This design comes from an exercise in tuning for small area and few clock cycles per item on the open sky130 flow, not from production work. At most, simulation tests tie the RTL to the original design; equivalence was not proved. Function not checked in run 1: the RTL went through the layout flow alone.

==> flow/design.v, too long to show whole: its modules and the start of the top module <==
// module gaze_smoothed_zoom_crop_top: 1530 lines
// module gszc_fa: 4 lines
// module gszc_ha: 4 lines
// module gszc_han: 4 lines
module gaze_smoothed_zoom_crop_top (
	input  wire logic                                 clk,
	input  wire logic                                 arst_n,
	input  wire logic                                 gaze_valid,
	output wire logic                                 gaze_ready,
	input  wire logic signed [gszc_pkg::GAZE_W-1:0]   gaze_x,
	input  wire logic signed [gszc_pkg::GAZE_W-1:0]   gaze_y,
	input  wire logic                                 cfg_valid,
	output wire logic                                 cfg_ready,
	input  wire logic [gszc_pkg::CFG_IDX_W-1:0]       cfg_index,
	input  wire logic [gszc_pkg::CROP_W-1:0]          cfg_data,
	output wire logic                                 result_valid,
	input  wire logic                                 result_ready,
	output logic signed [gszc_pkg::GAZE_W-1:0]        result_center_x,
	output logic signed [gszc_pkg::GAZE_W-1:0]        result_center_y,
	output logic        [gszc_pkg::CROP_W-1:0]        result_crop_width,
	output logic        [gszc_pkg::CROP_W-1:0]        result_crop_height,
	output logic signed [gszc_pkg::CORNER_W-1:0]      result_corner_x,
	output logic signed [gszc_pkg::CORNER_W-1:0]      result_corner_y
);
  // ...
==> flow/run.sh <==
#!/bin/bash
# synth_recipe.tcl (not shown) runs the flow's synth.tcl, then flattens the netlist and writes it again
# the make line also repeats each setting of config.mk as NAME=value (left out here)
make -C /OpenROAD-flow-scripts/flow DESIGN_CONFIG=/design/flow/config.mk WORK_HOME=/design/flow/orfs CLKGATE_MAP_FILE= SYNTH_SCRIPT=/design/flow/synth_recipe.tcl finish
==> flow/config.mk <==
export PLATFORM = sky130hd
export DESIGN_NAME = gaze_smoothed_zoom_crop_top
export DESIGN_NICKNAME = gaze_smoothed_zoom_crop_top
export VERILOG_FILES = /design/flow/design.v
export SDC_FILE = /design/flow/constraint.sdc
export NUM_CORES = 4
export LEC_CHECK = 0
export CAP_MARGIN = 20
export CORE_MARGIN = 2
export CORE_UTILIZATION = 40
export CTS_CLUSTER_DIAMETER = 100
export CTS_CLUSTER_SIZE = 30
export SLEW_MARGIN = 20
export SYNTH_HIERARCHICAL = 1
export SYNTH_MINIMUM_KEEP_SIZE = 0
==> flow/constraint.sdc <==
create_clock -name core_clock -period 9.0 [get_ports {clk}]
set_input_delay 1.8000 -clock core_clock [delete_from_list [all_inputs] [get_ports {clk}]]
set_output_delay 1.8000 -clock core_clock [all_outputs]
set_load 0.01 [all_outputs]
==> flow_metrics.tcl, run 1 <==
set metrics [dict create \
    synth-edff-count 404 \
    syn_avg_cell_area_sq_um 12.0 \
    core_area_sq_mm 0.106 \
    synth-warning-count 11 \
    outcome "no timing/DRC/antenna violations" \
    io_buffers 126 \
    dp_hpwl_um 74100 \
    place_inst 5118 \
    pin_count 128 \
    finalSetupTns_ns 0 \
    slew_headroom_pct 25.4 \
    final_hold_viol_count 0 \
    dr.pass1.iters 5 \
    globalRouteMet2Util_pct 29.5 \
    min_period_ns 8.55 \
    min_path_cells 0 \
    synthCells 3560 \
    syn-cell-area_sq_mm 0.0428 \
    cp_top_family "compound AO/OA/AOI/OAI gates" \
    htreeDepth 1 \
    clkCellAreaFrac_pct 1.89 \
    tightest_slew_ns 1.11 \
]
==> run 2, diff against run 1 <==
--- a/flow/design.v
+++ b/flow/design.v
@@ -78,22 +78,124 @@
 				gszc_pkg::CFG_MAX_CROP_HEIGHT: max_h_q <= cfg_data;
 				default: ;
 			endcase
 		end
 	end
 	logic [CW:0]   df_w, df_h;
 	logic          neg_w, neg_h;
 	logic [CW-1:0] mag_w, mag_h;
-	assign df_w  = {1'b0, min_w_q} - {1'b0, max_w_q};
-	assign df_h  = {1'b0, min_h_q} - {1'b0, max_h_q};
-	assign neg_w = df_w[CW];
-	assign neg_h = df_h[CW];
-	assign mag_w = df_w[CW-1:0] ^ {CW{neg_w}};
-	assign mag_h = df_h[CW-1:0] ^ {CW{neg_h}};
+	wire wdf_1, wdf_2;
+	gszc_ha u_wdf_1 (.a(min_w_q[0]), .b(~max_w_q[0]), .s(wdf_1), .co(wdf_2));
+	wire wdf_3, wdf_4;
+	gszc_ha u_wdf_3 (.a(min_w_q[1]), .b(~max_w_q[1]), .s(wdf_3), .co(wdf_4));
+	wire wdf_5, wdf_6;
+	gszc_ha u_wdf_5 (.a(min_w_q[2]), .b(~max_w_q[2]), .s(wdf_5), .co(wdf_6));
+	wire wdf_7, wdf_8;
+	gszc_ha u_wdf_7 (.a(min_w_q[3]), .b(~max_w_q[3]), .s(wdf_7), .co(wdf_8));
+	wire wdf_9, wdf_10;
+	gszc_ha u_wdf_9 (.a(min_w_q[4]), .b(~max_w_q[4]), .s(wdf_9), .co(wdf_10));
+	wire wdf_11, wdf_12;
+	gszc_ha u_wdf_11 (.a(min_w_q[5]), .b(~max_w_q[5]), .s(wdf_11), .co(wdf_12));
+	wire wdf_13, wdf_14;
+	gszc_ha u_wdf_13 (.a(min_w_q[6]), .b(~max_w_q[6]), .s(wdf_13), .co(wdf_14));
+	wire wdf_15, wdf_16;
+	gszc_ha u_wdf_15 (.a(min_w_q[7]), .b(~max_w_q[7]), .s(wdf_15), .co(wdf_16));
+	wire wdf_17, wdf_18;
+	gszc_ha u_wdf_17 (.a(min_w_q[8]), .b(~max_w_q[8]), .s(wdf_17), .co(wdf_18));
+	wire wdf_19, wdf_20;
+	gszc_ha u_wdf_19 (.a(min_w_q[9]), .b(~max_w_q[9]), .s(wdf_19), .co(wdf_20));
+	wire wdf_21, wdf_22;
+	gszc_ha u_wdf_21 (.a(min_w_q[10]), .b(~max_w_q[10]), .s(wdf_21), .co(wdf_22));
+	wire wdf_23, wdf_24;
+	gszc_ha u_wdf_23 (.a(min_w_q[11]), .b(~max_w_q[11]), .s(wdf_23), .co(wdf_24));
+	wire wdf_25, wdf_26;
+	gszc_ha u_wdf_25 (.a(wdf_1), .b(1'b1), .s(wdf_25), .co(wdf_26));
+	wire wdf_27, wdf_28;
+	gszc_fa u_wdf_27 (.a(wdf_3), .b(wdf_2), .c(wdf_26), .s(wdf_27), .co(wdf_28));
+	wire wdf_29, wdf_30;
+	gszc_fa u_wdf_29 (.a(wdf_5), .b(wdf_4), .c(wdf_28), .s(wdf_29), .co(wdf_30));
+	wire wdf_31, wdf_32;
+	gszc_fa u_wdf_31 (.a(wdf_7), .b(wdf_6), .c(wdf_30), .s(wdf_31), .co(wdf_32));
+	wire wdf_33, wdf_34;
+	gszc_fa u_wdf_33 (.a(wdf_9), .b(wdf_8), .c(wdf_32), .s(wdf_33), .co(wdf_34));
+	wire wdf_35, wdf_36;
+	gszc_fa u_wdf_35 (.a(wdf_11), .b(wdf_10), .c(wdf_34), .s(wdf_35), .co(wdf_36));
+	wire wdf_37, wdf_38;
+	gszc_fa u_wdf_37 (.a(wdf_13), .b(wdf_12), .c(wdf_36), .s(wdf_37), .co(wdf_38));
+	wire wdf_39, wdf_40;
+	gszc_fa u_wdf_39 (.a(wdf_15), .b(wdf_14), .c(wdf_38), .s(wdf_39), .co(wdf_40));
+	wire wdf_41, wdf_42;
+	gszc_fa u_wdf_41 (.a(wdf_17), .b(wdf_16), .c(wdf_40), .s(wdf_41), .co(wdf_42));
+	wire wdf_43, wdf_44;
+	gszc_fa u_wdf_43 (.a(wdf_19), .b(wdf_18), .c(wdf_42), .s(wdf_43), .co(wdf_44));
+	wire wdf_45, wdf_46;
+	gszc_fa u_wdf_45 (.a(wdf_21), .b(wdf_20), .c(wdf_44), .s(wdf_45), .co(wdf_46));
+	wire wdf_47, wdf_48;
+	gszc_fa u_wdf_47 (.a(wdf_23), .b(wdf_22), .c(wdf_46), .s(wdf_47), .co(wdf_48));
+	wire wdf_49, wdf_50;
+	gszc_fa u_wdf_49 (.a(1'b1), .b(wdf_24), .c(wdf_48), .s(wdf_49), .co(wdf_50));
+	assign df_w = {wdf_49, wdf_47, wdf_45, wdf_43, wdf_41, wdf_39, wdf_37, wdf_35, wdf_33, wdf_31, wdf_29, wdf_27, wdf_25};
+	wire hdf_1, hdf_2;
+	gszc_ha u_hdf_1 (.a(min_h_q[0]), .b(~max_h_q[0]), .s(hdf_1), .co(hdf_2));
+	wire hdf_3, hdf_4;
+	gszc_ha u_hdf_3 (.a(min_h_q[1]), .b(~max_h_q[1]), .s(hdf_3), .co(hdf_4));
+	wire hdf_5, hdf_6;
+	gszc_ha u_hdf_5 (.a(min_h_q[2]), .b(~max_h_q[2]), .s(hdf_5), .co(hdf_6));
+	wire hdf_7, hdf_8;
+	gszc_ha u_hdf_7 (.a(min_h_q[3]), .b(~max_h_q[3]), .s(hdf_7), .co(hdf_8));
+	wire hdf_9, hdf_10;
+	gszc_ha u_hdf_9 (.a(min_h_q[4]), .b(~max_h_q[4]), .s(hdf_9), .co(hdf_10));
+	wire hdf_11, hdf_12;
+	gszc_ha u_hdf_11 (.a(min_h_q[5]), .b(~max_h_q[5]), .s(hdf_11), .co(hdf_12));
+	wire hdf_13, hdf_14;
+	gszc_ha u_hdf_13 (.a(min_h_q[6]), .b(~max_h_q[6]), .s(hdf_13), .co(hdf_14));
+	wire hdf_15, hdf_16;
+	gszc_ha u_hdf_15 (.a(min_h_q[7]), .b(~max_h_q[7]), .s(hdf_15), .co(hdf_16));
+	wire hdf_17, hdf_18;
+	gszc_ha u_hdf_17 (.a(min_h_q[8]), .b(~max_h_q[8]), .s(hdf_17), .co(hdf_18));
+	wire hdf_19, hdf_20;
+	gszc_ha u_hdf_19 (.a(min_h_q[9]), .b(~max_h_q[9]), .s(hdf_19), .co(hdf_20));
+	wire hdf_21, hdf_22;
+	gszc_ha u_hdf_21 (.a(min_h_q[10]), .b(~max_h_q[10]), .s(hdf_21), .co(hdf_22));
+	wire hdf_23, hdf_24;
+	gszc_ha u_hdf_23 (.a(min_h_q[11]), .b(~max_h_q[11]), .s(hdf_23), .co(hdf_24));
+	wire hdf_25, hdf_26;
+	gszc_ha u_hdf_25 (.a(hdf_1), .b(1'b1), .s(hdf_25), .co(hdf_26));
+	wire hdf_27, hdf_28;
+	gszc_fa u_hdf_27 (.a(hdf_3), .b(hdf_2), .c(hdf_26), .s(hdf_27), .co(hdf_28));
+	wire hdf_29, hdf_30;
+	gszc_fa u_hdf_29 (.a(hdf_5), .b(hdf_4), .c(hdf_28), .s(hdf_29), .co(hdf_30));
+	wire hdf_31, hdf_32;
+	gszc_fa u_hdf_31 (.a(hdf_7), .b(hdf_6), .c(hdf_30), .s(hdf_31), .co(hdf_32));
+	wire hdf_33, hdf_34;
+	gszc_fa u_hdf_33 (.a(hdf_9), .b(hdf_8), .c(hdf_32), .s(hdf_33), .co(hdf_34));
+	wire hdf_35, hdf_36;
+	gszc_fa u_hdf_35 (.a(hdf_11), .b(hdf_10), .c(hdf_34), .s(hdf_35), .co(hdf_36));
+	wire hdf_37, hdf_38;
+	gszc_fa u_hdf_37 (.a(hdf_13), .b(hdf_12), .c(hdf_36), .s(hdf_37), .co(hdf_38));
+	wire hdf_39, hdf_40;
+	gszc_fa u_hdf_39 (.a(hdf_15), .b(hdf_14), .c(hdf_38), .s(hdf_39), .co(hdf_40));
+	wire hdf_41, hdf_42;
+	gszc_fa u_hdf_41 (.a(hdf_17), .b(hdf_16), .c(hdf_40), .s(hdf_41), .co(hdf_42));
+	wire hdf_43, hdf_44;
+	gszc_fa u_hdf_43 (.a(hdf_19), .b(hdf_18), .c(hdf_42), .s(hdf_43), .co(hdf_44));
+	wire hdf_45, hdf_46;
+	gszc_fa u_hdf_45 (.a(hdf_21), .b(hdf_20), .c(hdf_44), .s(hdf_45), .co(hdf_46));
+	wire hdf_47, hdf_48;
+	gszc_fa u_hdf_47 (.a(hdf_23), .b(hdf_22), .c(hdf_46), .s(hdf_47), .co(hdf_48));
+	wire hdf_49, hdf_50;
+	gszc_fa u_hdf_49 (.a(1'b1), .b(hdf_24), .c(hdf_48), .s(hdf_49), .co(hdf_50));
+	assign df_h = {hdf_49, hdf_47, hdf_45, hdf_43, hdf_41, hdf_39, hdf_37, hdf_35, hdf_33, hdf_31, hdf_29, hdf_27, hdf_25};
+	always_ff @(posedge clk) begin
+		neg_w <= df_w[CW];
+		neg_h <= df_h[CW];
+		mag_w <= df_w[CW-1:0] ^ {CW{df_w[CW]}};
+		mag_h <= df_h[CW-1:0] ^ {CW{df_h[CW]}};
+	end
 	logic v_s1, v_s2, v_s3, v_s4;
 	logic rdy_s1, rdy_s2, rdy_s3, rdy_s4;
 	assign rdy_s4 = !v_s4 || result_ready;
 	assign rdy_s3 = !v_s3 || rdy_s4;
 	assign rdy_s2 = !v_s2 || rdy_s3;
 	assign rdy_s1 = !v_s1 || rdy_s2;
 	assign gaze_ready = rdy_s1;
 	logic acc;
--- a/flow/config.mk
+++ b/flow/config.mk
@@ -3,13 +3,14 @@
 export DESIGN_NICKNAME = gaze_smoothed_zoom_crop_top
 export VERILOG_FILES = /design/flow/design.v
 export SDC_FILE = /design/flow/constraint.sdc
 export NUM_CORES = 4
 export LEC_CHECK = 0
 export CAP_MARGIN = 20
 export CORE_MARGIN = 2
 export CORE_UTILIZATION = 40
+export CTS_BUF_LIST = sky130_fd_sc_hd__clkbuf_8 sky130_fd_sc_hd__clkbuf_16
 export CTS_CLUSTER_DIAMETER = 100
 export CTS_CLUSTER_SIZE = 30
 export SLEW_MARGIN = 20
 export SYNTH_HIERARCHICAL = 1
 export SYNTH_MINIMUM_KEEP_SIZE = 0
==> flow_metrics.tcl, run 2 <==
set metrics [dict create \
    outcome "no timing/DRC/antenna violations" \
    multi_input_area_sq_mm 0.0266 \
    worst-path-max-fanout 9 \
    synth-main-ff-cell "edfxtp_1" \
    highest_layer "met5" \
    core_area_sq_mm 0.107 \
    vias_per_cell 5.04 \
    clk_pin_slew_ns 0.11 \
    synth_top_cell_by_area "edfxtp_1" \
    drc 0 \
    timing.fmax_mhz 124 \
    hold-path-endpoint "win_y_q[1][5]" \
    die-area_sq_mm 0.110 \
    rr_worst_depth 26 \
    reg2reg_to "p_h_s3[18]" \
    io_buffers 126 \
    start_util_pct 40.3 \
    via_count 24800 \
    netlist.area_leader.share_pct 28.2 \
    grt_max_degree 120 \
    hp-class "register to register" \
    register_area_sq_mm 0.0156 \
    worstReg2RegStart "adx_s2[0]" \
    antenna_left 0 \
    cts_tree "built" \
    yosys.cell_count.top_type "fa_1" \
    setup_viol 0 \
    area_delta_synth_final_pct 10.1 \
    slew_headroom_pct 27.4 \
    wl_um 89500 \
    drv_cap 0 \
    worst_ep_required_time_ns 9.39 \
    htreeDepth 1 \
    pin_count 128 \
    min_period_ns 8.09 \
    syn-cell-area_sq_mm 0.0430 \
    largestRegisters "win_x_q: 130 flops, win_y_q: 130 flops" \
    wl_met2_um 42100 \
    root_buffer "clkbuf_16" \
    cts-buffers-inserted 30 \
    crit_path_start_kind "register" \
    synthCells 3351 \
    drv_slew 0 \
    cts_setup_buffers 0 \
    tightest_slew_ns 1.09 \
    wl_per_cell_um 18.2 \
    track_usage_pct 16.6 \
    critPathBufInv 2 \
    drtIter0Drc 1177 \
    hold_start "win_y_q[2][5]" \
    rows 120 \
    gp_congestion 0.831 \
    min_period_over_period_pct 89.9 \
    die_width_um 332 \
    die_y_um 332 \
    async_flop_share_pct 21.2 \
    cp-end-kind "register" \
    utilization_pct 44.3 \
    final_cell_mix "fa_1, edfxtp_1, ha_1" \
    drive_above_1_share_pct 5.22 \
    rsz0062_at_grt "no" \
    postCtsResizedCells 0 \
    finClkSkew_ns 0.0457 \
    wl_met1_um 41800 \
    dp_hpwl_um 68400 \
    clock_sinks 546 \
    yosys.cell_types.count 78 \
    grt_pass1_wl_um 146000 \
    fillers 9853 \
    r2r_slack_ns 0.91 \
    grt-ovfl-total 0 \
    yosys_register_bits 546 \
    synth-warning-count 11 \
    antenna_found_initial 3 \
    met3_length_um 3320 \
    crit_type "register to register" \
    dr.pass1.iters 5 \
    cp_top_family "adder cells" \
    worst_skew_pair.late_latency_ns 0.67 \
    slowest_stage "fa_1" \
    cts_buffer_depth 3 \
    ctsHoldBuffers 0 \
    synthTopCellsByArea "edfxtp_1, fa_1, ha_1" \
    ys_seq_area_share_pct 36.2 \
    syn_avg_cell_area_sq_um 12.8 \
    arrival_ns 8.47 \
    synth-edff-count 404 \
    min_path_cells 0 \
    final_hold_viol_count 0 \
    layout_commonest_cell "fa_1" \
    grt_pass1_vias 26600 \
    cp_slowest_stage_delay_ns 0.55 \
    critPathMostFrequentCell "fa_1" \
    finalSetupTns_ns 0 \
    synth_common_cells "fa_1, edfxtp_1, ha_1" \
    nets 4510 \
]
## run 2: changes by cell type after synthesis, moves of 12 or more
cell      before  now
nor2_1       462  125
and2_1        11  275
nor2b_1       32   87
nand2_1      211  172
xnor2_1      173  140
o21ai_0      169  139
dfxtp_1        0   26
xor2_1        51   76
nor3_1        56   32
fa_1         562  584
a21oi_1      117  105
clkbuf_1      81   69
nand3_1       33   21
## run 2: final cells by class
cell class | instances | area share [%]
diodes | 1 | 0.00528
clock buffers | 30 | 1.58
clock inverters | 26 | 0.929
inverters | 194 | 1.55
multi-input cells | 2575 | 56.2
flip-flops and latches | 546 | 32.9
well taps | 1403 | 3.70
repair buffers | 155 | 3.15
## run 2: logic make-up (layout without fill, tap and decap cells)
family	Yosys count	count (layout)	synth area share [%]
adder cells (fa/ha/maj)	961	961	38.1
multiplexers	62	62	1.61
buffers and inverters	276	405	2.45
AND/OR/NAND/NOR	810	810	10.0
flip-flops	546	546	36.2
XOR/XNOR	217	217	4.45
AO/OA/AOI/OAI	478	478	7.16
other	1	48	0.00871
## run 2: worst register-to-register path, stage by stage, from the launching register on
cell and delay, ns:
edfxtp_1 0.42, fa_1 0.55, ha_1 0.16, inv_1 0.05
fa_1 0.39, nor2b_1 0.12, o21ai_0 0.11, a21boi_0 0.47
o21bai_1 0.19, a21boi_0 0.27, o21ai_0 0.14, a21boi_0 0.35
nor2_1 0.22, buf_4 0.22, and2_1 0.18, fa_1 0.50
fa_1 0.52, fa_1 0.52, fa_1 0.53, fa_1 0.49
ha_1 0.24, or3_1 0.37, o21ai_0 0.08, a21oi_1 0.09
a211oi_1 0.36, a21oi_1 0.14, xor2_1 0.15
## run 2: worst max path at each step
stage / startpoint / to / slack (ns) / depth (start not counted)
floorplan: sum_y_q[13] / ady_s2[10] / 1.70 / 25
global placement: gaze_y[1] / sum_y_q[16] / 0.99 / 22
detailed placement: neg_h / ch_s4[5] / 0.99 / 24
CTS: neg_h / ch_s4[0] / 0.95 / 24
global route: adx_s2[0] / p_h_s3[18] / 0.29 / 26
finish: adx_s2[0] / p_h_s3[18] / 0.91 / 26
## run 2: metal layers
layer / GRT usage, % / vias to the layer above
met5: 0 / -
met4: 4.28 / 2
met3: 2.04 / 88
met2: 27.2 / 360
met1: 23.5 / 12700
li1: - / 11700
## run 2: stage by stage
step                      setup slack [ns]  hold slack [ns]  instances  cell area [sq um]
after detailed placement             0.986            0.405       4873              46200
after global placement               0.990            0.401       4873              46200
final                                0.913            0.409       4930              47400
after CTS                            0.946            0.404       4929              47400
after floorplan                       1.70            0.400       3397              43200
after global routing                 0.286            0.413       4929              47400
## run 2: Yosys stat by module, one instance, submodules excluded
module                       cell area (sq um)  cells  flops+latches  times used
gszc_fa                                   20.0      1              0         570
gaze_smoothed_zoom_crop_top              29800   2637            546           1
gszc_ha                                   12.5      1              0         144
Testbench counts of run 2, summed over its fixed seeds: cycles 9,632, items 9,528.
==> run 3, diff against run 2 <==
--- a/flow/config.mk
+++ b/flow/config.mk
@@ -8,9 +8,8 @@
 export CAP_MARGIN = 20
 export CORE_MARGIN = 2
 export CORE_UTILIZATION = 40
-export CTS_BUF_LIST = sky130_fd_sc_hd__clkbuf_8 sky130_fd_sc_hd__clkbuf_16
-export CTS_CLUSTER_DIAMETER = 100
-export CTS_CLUSTER_SIZE = 30
+export CTS_CLUSTER_DIAMETER = 70
+export CTS_CLUSTER_SIZE = 36
 export SLEW_MARGIN = 20
 export SYNTH_HIERARCHICAL = 1
 export SYNTH_MINIMUM_KEEP_SIZE = 0
==> flow_metrics.tcl, run 3 <==
set metrics [dict create \
    outcome "no timing/DRC/antenna violations" \
    fillers 9823 \
    nets 4522 \
    vias_per_cell 5.04 \
    synth_common_cells "fa_1, edfxtp_1, ha_1" \
    finClkSkew_ns 0.0637 \
    layout_commonest_cell "fa_1" \
    synth-main-ff-cell "edfxtp_1" \
    antenna_found_initial 3 \
    die_width_um 332 \
    cts_tree "built" \
    synthCells 3351 \
    synth-edff-count 404 \
    setup_viol 0 \
    cts-buffers-inserted 42 \
    core_area_sq_mm 0.107 \
    rows 120 \
    cts_setup_buffers 0 \
    pin_count 128 \
    syn-cell-area_sq_mm 0.0430 \
    crit_type "register to register" \
    async_flop_share_pct 21.2 \
    gp_congestion 0.831 \
    grt_max_degree 120 \
    grt_pass1_vias 26600 \
    cts_buffer_depth 3 \
    largestRegisters "win_x_q: 130 flops, win_y_q: 130 flops" \
    dr.pass1.iters 5 \
    io_buffers 126 \
    place_inst 4873 \
    grt_pass1_wl_um 147000 \
    area_delta_synth_final_pct 11.3 \
    drv_cap 0 \
    antenna_left 0 \
    ctsHoldBuffers 0 \
    finalSetupTns_ns 0 \
    postCtsResizedCells 0 \
    arrival_ns 8.38 \
    drtIter0Drc 1128 \
    final_cells 4952 \
    slew_headroom_pct 28.6 \
    final_cell_mix "fa_1, edfxtp_1, ha_1" \
    tightest_slew_ns 1.07 \
    root_buffer "clkbuf_16" \
    hp-class "register to register" \
    r2r_slack_ns 0.97 \
    syn_avg_cell_area_sq_um 12.8 \
    cp-end-kind "register" \
    timing.fmax_mhz 125 \
    min_period_ns 8.03 \
    final_hold_viol_count 0 \
    wl_um 89600 \
    synth_top_cell_by_area "edfxtp_1" \
    worst_skew_pair.late_latency_ns 0.64 \
    die-area_sq_mm 0.110 \
    clock_sinks 546 \
    wl_per_cell_um 18.1 \
    worst_ep_required_time_ns 9.35 \
    crit_path_start_kind "register" \
    synth-warning-count 11 \
    yosys.cell_count.top_type "fa_1" \
    drc 0 \
    die_y_um 332 \
    drive_above_1_share_pct 6.00 \
    grt-ovfl-total 0 \
    min_period_over_period_pct 89.2 \
    synthTopCellsByArea "edfxtp_1, fa_1, ha_1" \
    dp_hpwl_um 68400 \
    yosys_register_bits 546 \
    ys_seq_area_share_pct 36.2 \
    rsz0062_at_grt "no" \
    via_count 24900 \
    track_usage_pct 16.7 \
    netlist.area_leader.share_pct 28.2 \
    htreeDepth 2 \
    drv_slew 0 \
    clk_pin_slew_ns 0.10 \
    start_util_pct 40.3 \
    yosys.cell_types.count 78 \
    worst-path-max-fanout 9 \
]
[run 3: metal layers]
| metal | track usage, % | part of all wire (%) | up-vias |
|---|---|---|---|
| met5 | 0 | 0.012 | - |
| met3 | 2.46 | 3.7 | 99 |
| li1 | - | - | 11700 |
| met4 | 4.92 | 3.0 | 2 |
| met1 | 23.5 | 47 | 12700 |
| met2 | 26.9 | 47 | 388 |
[run 3: modules after synthesis, one instance, submodules excluded]
module	cells inside	flops+latches
gaze_smoothed_zoom_crop_top	2637	546
gszc_ha	1	0
gszc_fa	1	0
[run 3: cell families after synthesis]
family / synth area share, %
XOR/XNOR: 4.45
buffers and inverters: 2.45
AND/OR/NAND/NOR: 10.0
other: 0.00871
AO/OA/AOI/OAI: 7.16
adder cells (fa/ha/maj): 38.1
flip-flops: 36.2
multiplexers: 1.61
[run 3: final timing paths]
| kind | end | cells after the start | from |
|---|---|---|---|
| setup / recovery | p_h_s3[18] | 26 | adx_s2[0] |
| hold / removal | win_y_q[1][5] | 0 | win_y_q[2][5] |
| setup reg to reg | p_h_s3[18] | 26 | adx_s2[0] |
| hold reg to reg | win_y_q[1][5] | 0 | win_y_q[2][5] |
| max in group asynchronous | min_h_q[1] | 2 | arst_n |
| min in group asynchronous | sum_x_q[1] | 1 | arst_n |
[run 3: per-stage QoR]
step	hold WS (ns)	util [%]	worst slack, ns	instance area [sq um]
floorplan	0.400	-	1.70	43200
global placement	0.401	43.2	0.990	46200
detailed placement	0.405	43.2	0.986	46200
CTS	0.404	44.8	0.933	47900
global route	0.405	44.8	0.334	47900
finish	0.399	44.8	0.972	47900
[run 3: area by class of cell]
class | instances | area, sq um | area share [%]
tap | 1403 | 1760 | 3.66
clock inverter | 36 | 662 | 1.38
clock buffer | 42 | 1050 | 2.19
sequential | 546 | 15600 | 32.5
inverter | 194 | 736 | 1.54
multi-input combinational | 2575 | 26600 | 55.6
timing repair buffer | 155 | 1490 | 3.12
antenna | 1 | 2.50 | 0.00522
[run 3: worst max-delay path: stages, from the launching register on]
cell and delay (ns):
edfxtp_1 0.40, fa_1 0.55, ha_1 0.16, inv_1 0.05, fa_1 0.39, nor2b_1 0.12
o21ai_0 0.11, a21boi_0 0.46, o21bai_1 0.18, a21boi_0 0.27, o21ai_0 0.14, a21boi_0 0.35
nor2_1 0.21, buf_4 0.22, and2_1 0.17, fa_1 0.50, fa_1 0.52, fa_1 0.52
fa_1 0.53, fa_1 0.49, ha_1 0.24, or3_1 0.37, o21ai_0 0.08, a21oi_1 0.09
a211oi_1 0.36, a21oi_1 0.14, xor2_1 0.15
==> run 4, diff against run 3 <==
--- a/flow/config.mk
+++ b/flow/config.mk
@@ -5,11 +5,12 @@
 export SDC_FILE = /design/flow/constraint.sdc
 export NUM_CORES = 4
 export LEC_CHECK = 0
+export ABC_AREA = 1
 export CAP_MARGIN = 20
 export CORE_MARGIN = 2
 export CORE_UTILIZATION = 40
-export CTS_CLUSTER_DIAMETER = 70
-export CTS_CLUSTER_SIZE = 36
+export CTS_CLUSTER_DIAMETER = 100
+export CTS_CLUSTER_SIZE = 30
 export SLEW_MARGIN = 20
 export SYNTH_HIERARCHICAL = 1
 export SYNTH_MINIMUM_KEEP_SIZE = 0
==> flow_metrics.tcl, run 4 <==
set metrics [dict create \
    slew_headroom_pct 30.3 \
    grt-ovfl-total 0 \
    antenna_found_initial 5 \
    gp_congestion 0.910 \
    yosys.cell_count.top_type "nand2_1" \
    die_width_um 338 \
    cts_setup_buffers 0 \
    rows 122 \
    htreeDepth 1 \
    wl_um 104000 \
    grt_pass1_vias 30100 \
    antenna_left 0 \
    wl_met1_um 45300 \
    clock_sinks 546 \
    worst_ep_required_time_ns 9.50 \
    async_flop_share_pct 21.2 \
    outcome "no timing/DRC/antenna violations" \
    slowest_stage "fa_1" \
    fillers 10600 \
    yosys.cell_types.count 57 \
    r2r_slack_ns 0.83 \
    synth_common_cells "nand2_1, fa_1, inv_1" \
    largestRegisters "win_x_q: 130 flops, win_y_q: 130 flops" \
    worst-path-max-fanout 11 \
    timing.fmax_mhz 122 \
    final_cell_mix "nand2_1, fa_1, inv_1" \
    syn_avg_cell_area_sq_um 10.6 \
    min_period_ns 8.17 \
    hp-class "register to register" \
    crit_type "register to register" \
    pin_count 128 \
    cts_buffer_depth 3 \
    dp_hpwl_um 82500 \
    clk_pin_slew_ns 0.11 \
    vias_per_cell 5.00 \
    highest_layer "met5" \
    drv_cap 0 \
    netlist.area_leader.share_pct 27.1 \
    synthCells 4225 \
    cts-buffers-inserted 26 \
    die-area_sq_mm 0.114 \
    arrival_ns 8.67 \
    final_hold_viol_count 0 \
    grt_pass1_wl_um 167000 \
    wl_per_cell_um 17.7 \
    setup_viol 0 \
    synth-main-ff-cell "edfxtp_1" \
    drv_slew 0 \
    die_y_um 338 \
    cp_slowest_stage_delay_ns 0.55 \
    min_period_over_period_pct 90.7 \
    place_inst 5821 \
    critPathMostFrequentCell "fa_1" \
    wl_met2_um 51000 \
    grt_max_degree 144 \
    start_util_pct 40.4 \
    n_antenna_cell 0 \
    synth-warning-count 11 \
    met3_length_um 4600 \
    syn-cell-area_sq_mm 0.0447 \
    yosys_register_bits 546 \
    final_cells 5869 \
    finClkSkew_ns 0.0327 \
    synth-edff-count 404 \
    drtIter0Drc 1940 \
    postCtsResizedCells 0 \
    synthTopCellsByArea "edfxtp_1, fa_1, ha_1" \
    ys_seq_area_share_pct 34.8 \
    io_buffers 126 \
    via_count 29400 \
    track_usage_pct 18.2 \
    crit_path_start_kind "register" \
    layout_commonest_cell "nand2_1" \
    finalSetupTns_ns 0 \
    tightest_slew_ns 1.05 \
    nets 5369 \
    drc 0 \
    rsz0062_at_grt "no" \
    core_area_sq_mm 0.111 \
    area_delta_synth_final_pct 9.16 \
    ctsHoldBuffers 0 \
    cp-end-kind "register" \
    root_buffer "clkbuf_16" \
    cts_tree "built" \
    dr.pass1.iters 5 \
    drive_above_1_share_pct 4.25 \
    synth_top_cell_by_area "edfxtp_1" \
    worst_skew_pair.late_latency_ns 0.65 \
]
## run 4: cell families after synthesis
family,after synthesis,share of synthesized area [%]
DFF,546,34.8
other,1,0.00839
adders and majority gates,961,36.7
AOI/OAI and AO/OA,443,5.49
xor gates and xnor gates,207,4.05
buffers and inverters,608,5.23
and+or+nand+nor,1459,13.7
## run 4: final cells by class
class	instances	area, sq um	area share (%)
Inverter	524	1980	4.05
Clock inverter	13	230	0.472
Clock buffer	35	684	1.40
Sequential cell	546	15600	31.9
Timing Repair Buffer	146	1420	2.91
Multi-Input combinational cell	3117	27100	55.5
Tap cell	1488	1860	3.81
## run 4: worst paths after layout
kind,startpoint,to,cells past startpoint
min in group asynchronous,arst_n,sum_x_q[4],1
hold / removal,win_x_q[1][12],win_x_q[0][12],0
setup reg to reg,adx_s2[0],ovf_h_s3,30
max in group asynchronous,arst_n,min_w_q[11],2
hold reg to reg,win_x_q[1][12],win_x_q[0][12],0
setup / recovery,adx_s2[0],ovf_h_s3,30
## run 4: critical path, delay by kind of cell, from the launching register on
family | cells | cell delay (ns)
compound gates | 7 | 1.23
xor+xnor | 1 | 0.48
fa+ha+maj | 9 | 4.18
simple gates | 10 | 1.33
flops | 1 | 0.41
buf+inv | 3 | 0.43
## run 4: modules after synthesis, one instance, submodules excluded
module                       times used  flip-flops and latches
gaze_smoothed_zoom_crop_top           1                     546
gszc_fa                             570                       0
gszc_ha                             144                       0
## run 4: metal layers
layer	vias up	global-route usage [%]
li1	13900	-
met1	14700	24.7
met2	621	31.5
met3	108	1.91
met4	4	4.30
met5	-	0
## run 4: per-stage QoR
stage | hold WS (ns) | setup WS (ns) | utilization [%] | cell area [sq um]
6_report | 0.408 | 0.833 | 44.1 | 48800
2_1_floorplan | 0.400 | 1.78 | - | 44900
4_1_cts | 0.412 | 0.861 | 44.1 | 48800
3_3_place_gp | 0.401 | 0.966 | 43.2 | 47900
5_1_grt | 0.427 | 0.277 | 44.1 | 48800
3_5_place_dp | 0.405 | 0.929 | 43.2 | 47900
==> run 5, diff against run 4 <==
--- a/flow/config.mk
+++ b/flow/config.mk
@@ -5,7 +5,6 @@
 export SDC_FILE = /design/flow/constraint.sdc
 export NUM_CORES = 4
 export LEC_CHECK = 0
-export ABC_AREA = 1
 export CAP_MARGIN = 20
 export CORE_MARGIN = 2
 export CORE_UTILIZATION = 40
==> flow_metrics.tcl, run 5 <==
set metrics [dict create \
    crit_type "register to register" \
    final_cells 4930 \
    drc 0 \
    setup_viol 0 \
    core_area_sq_mm 0.107 \
    io_buffers 126 \
    min_period_over_period_pct 89.9 \
    finalSetupTns_ns 0 \
    yosys_register_bits 546 \
    cts_setup_buffers 0 \
    crit_path_start "adx_s2[0]" \
    postCtsResizedCells 0 \
    cts-buffers-inserted 30 \
    synth-main-ff-cell "edfxtp_1" \
    hold_start "win_y_q[2][5]" \
    timing.fmax_mhz 124 \
    hp-class "register to register" \
    start_util_pct 40.3 \
    ctsHoldBuffers 0 \
    dr.pass1.iters 5 \
    track_usage_pct 16.6 \
    synthTopCellsByArea "edfxtp_1, fa_1, ha_1" \
    wl_um 89500 \
    final_cell_mix "fa_1, edfxtp_1, ha_1" \
    worst_ep_required_time_ns 9.39 \
    grt_pass1_vias 26600 \
    grt_max_degree 120 \
    gp_congestion 0.831 \
    clk_pin_slew_ns 0.11 \
    tightest_slew_ns 1.09 \
    crit_path_start_kind "register" \
    die_y_um 332 \
    wl_per_cell_um 18.2 \
    cp_top_family "adder cells" \
    finClkSkew_ns 0.0458 \
    root_buffer "clkbuf_16" \
    synthCells 3351 \
    die_width_um 332 \
    worst_skew_pair.late_latency_ns 0.67 \
    synth_common_cells "fa_1, edfxtp_1, ha_1" \
    slowest_stage "fa_1" \
    synth-edff-count 404 \
    place_inst 4873 \
    critPathBufInv 2 \
    arrival_ns 8.47 \
    final_hold_viol_count 0 \
    pin_count 128 \
    dp_hpwl_um 68400 \
    utilization_pct 44.3 \
    worstReg2RegStart "adx_s2[0]" \
    syn-cell-area_sq_mm 0.0430 \
    die-area_sq_mm 0.110 \
    largestRegisters "win_x_q: 130 flops, win_y_q: 130 flops" \
    netlist.area_leader.share_pct 28.2 \
    worst-path-max-fanout 9 \
    cts_tree "built" \
    antenna_found_initial 3 \
    outcome "no timing/DRC/antenna violations" \
    vias_per_cell 5.04 \
    grt-ovfl-total 0 \
    cp_slowest_stage_delay_ns 0.55 \
    critPathMostFrequentCell "fa_1" \
    drv_slew 0 \
    drive_above_1_share_pct 5.22 \
    htreeDepth 1 \
    drv_cap 0 \
    rows 120 \
    min_period_ns 8.09 \
    async_flop_share_pct 21.2 \
    slew_headroom_pct 27.0 \
    via_count 24800 \
    yosys.cell_count.top_type "fa_1" \
    synth-warning-count 11 \
    cp-end-kind "register" \
    drtIter0Drc 1177 \
    synth_top_cell_by_area "edfxtp_1" \
    ys_seq_area_share_pct 36.2 \
    yosys.cell_types.count 78 \
    layout_commonest_cell "fa_1" \
    antenna_left 0 \
    nets 4510 \
    grt_pass1_wl_um 146000 \
    area_delta_synth_final_pct 10.1 \
    clock_sinks 546 \
    cts_buffer_depth 3 \
    rsz0062_at_grt "no" \
    syn_avg_cell_area_sq_um 12.8 \
]
-- run 5: cell count changes after synthesis, sizes merged, moves of 60 or more --
cell / delta
a21oi: -77
xor2: -92
xnor2: +101
nor2: -344
nand3: -81
nand2: -602
and2: +270
nor2b: +87
a21o: +60
inv: -326
-- run 5: cell type report --
| cell class | count | area [sq um] |
|---|---|---|
| fillers | 9853 | 59500 |
| flip-flops and latches | 546 | 15600 |
| inverters | 194 | 736 |
| clock buffers | 37 | 777 |
| clock inverters | 19 | 414 |
| multi-input cells | 2575 | 26600 |
| repair buffers | 155 | 1490 |
| diodes | 1 | 2.50 |
| well taps | 1403 | 1760 |
-- run 5: stage by stage --
stage	instance area (sq um)	hold slack (ns)	setup slack (ns)
2_1_floorplan	43200	0.400	1.70
3_3_place_gp	46200	0.401	0.990
3_5_place_dp	46200	0.405	0.986
4_1_cts	47400	0.404	0.946
5_1_grt	47400	0.413	0.286
6_report	47400	0.409	0.913
-- run 5: final timing paths --
check	to	slack (ns)	depth (start not counted)
worst min register to register	win_y_q[1][5]	0.41	0
worst max register to register	p_h_s3[18]	0.91	26
min in group asynchronous	sum_x_q[1]	1.16	1
worst max-delay path	p_h_s3[18]	0.91	26
max in group asynchronous	max_h_q[2]	6.64	2
worst min-delay path	win_y_q[1][5]	0.41	0
-- run 5: cell families (layout without fill, tap and decap cells) --
family	count (synthesis)	count (layout)	share of synthesized area [%]
flops	546	546	36.2
simple gates	810	810	10.0
other cells	1	48	0.00871
mux	62	62	1.61
buf+inv	276	405	2.45
xor+xnor	217	217	4.45
compound gates	478	478	7.16
fa+ha+maj	961	961	38.1
-- run 5: modules after synthesis, one instance, submodules excluded --
module | cells | area [sq um]
gaze_smoothed_zoom_crop_top | 2637 | 29800
gszc_ha | 1 | 12.5
gszc_fa | 1 | 20.0
-- run 5: worst reg2reg max path, stage by stage, from the launching register on --
cell      delay (ns)
edfxtp_1        0.42
fa_1            0.55
ha_1            0.16
inv_1           0.05
fa_1            0.39
nor2b_1         0.12
o21ai_0         0.11
a21boi_0        0.47
o21bai_1        0.19
a21boi_0        0.27
o21ai_0         0.14
a21boi_0        0.35
nor2_1          0.22
buf_4           0.22
and2_1          0.18
fa_1            0.50
fa_1            0.52
fa_1            0.52
fa_1            0.53
fa_1            0.49
ha_1            0.24
or3_1           0.37
o21ai_0         0.08
a21oi_1         0.09
a211oi_1        0.36
a21oi_1         0.14
xor2_1          0.15
-- run 5: layer usage --
| metal | vias to the layer above | GRT usage, % | share of wire [%] | wire length, um |
|---|---|---|---|---|
| met5 | - | 0 | 0.013 | 12 |
| met4 | 2 | 4.28 | 2.6 | 2360 |
| met3 | 88 | 2.04 | 3.7 | 3320 |
| met2 | 363 | 27.2 | 47 | 42000 |
| met1 | 12700 | 23.5 | 47 | 41800 |
| li1 | 11700 | - | - | - |

port drivers added, routing unchanged:
No port has a modelled driver above. Below, the same layouts with a new extraction and two added sets of constraints.
Step 1: set_driving_cell puts a clkbuf_16 on clk and a buf_2 on each other input, an assumption about the parent block.
Step 2 moves the port delays by t, midway between the first and last clock arrival at a register: inputs arrive t later, outputs are due t later. That takes back most of the time a late clock gives input paths.
a / b / c = ideal / step 1 / step 2; a / b = the first two.
| run | shift t [ns] | slack for setup (ns) | latest minus earliest clock arrival (ns) | slew at the worst register clock pin (ns) |
|---|---|---|---|---|
| run 1 | 0.684 | 0.448 / 0.448 / 0.448 | 0.033 / 0.034 | 0.12 / 0.12 |
| run 2 | 0.714 | 0.913 / 0.913 / 0.913 | 0.046 / 0.046 | 0.11 / 0.11 |
| run 3 | 0.676 | 0.972 / 0.972 / 0.972 | 0.070 / 0.070 | 0.12 / 0.12 |
| run 4 | 0.692 | 0.833 / 0.833 / 0.833 | 0.041 / 0.042 | 0.12 / 0.12 |
| run 5 | 0.714 | 0.913 / 0.913 / 0.913 | 0.046 / 0.046 | 0.11 / 0.11 |
After both steps setup and hold are still met in every run listed.
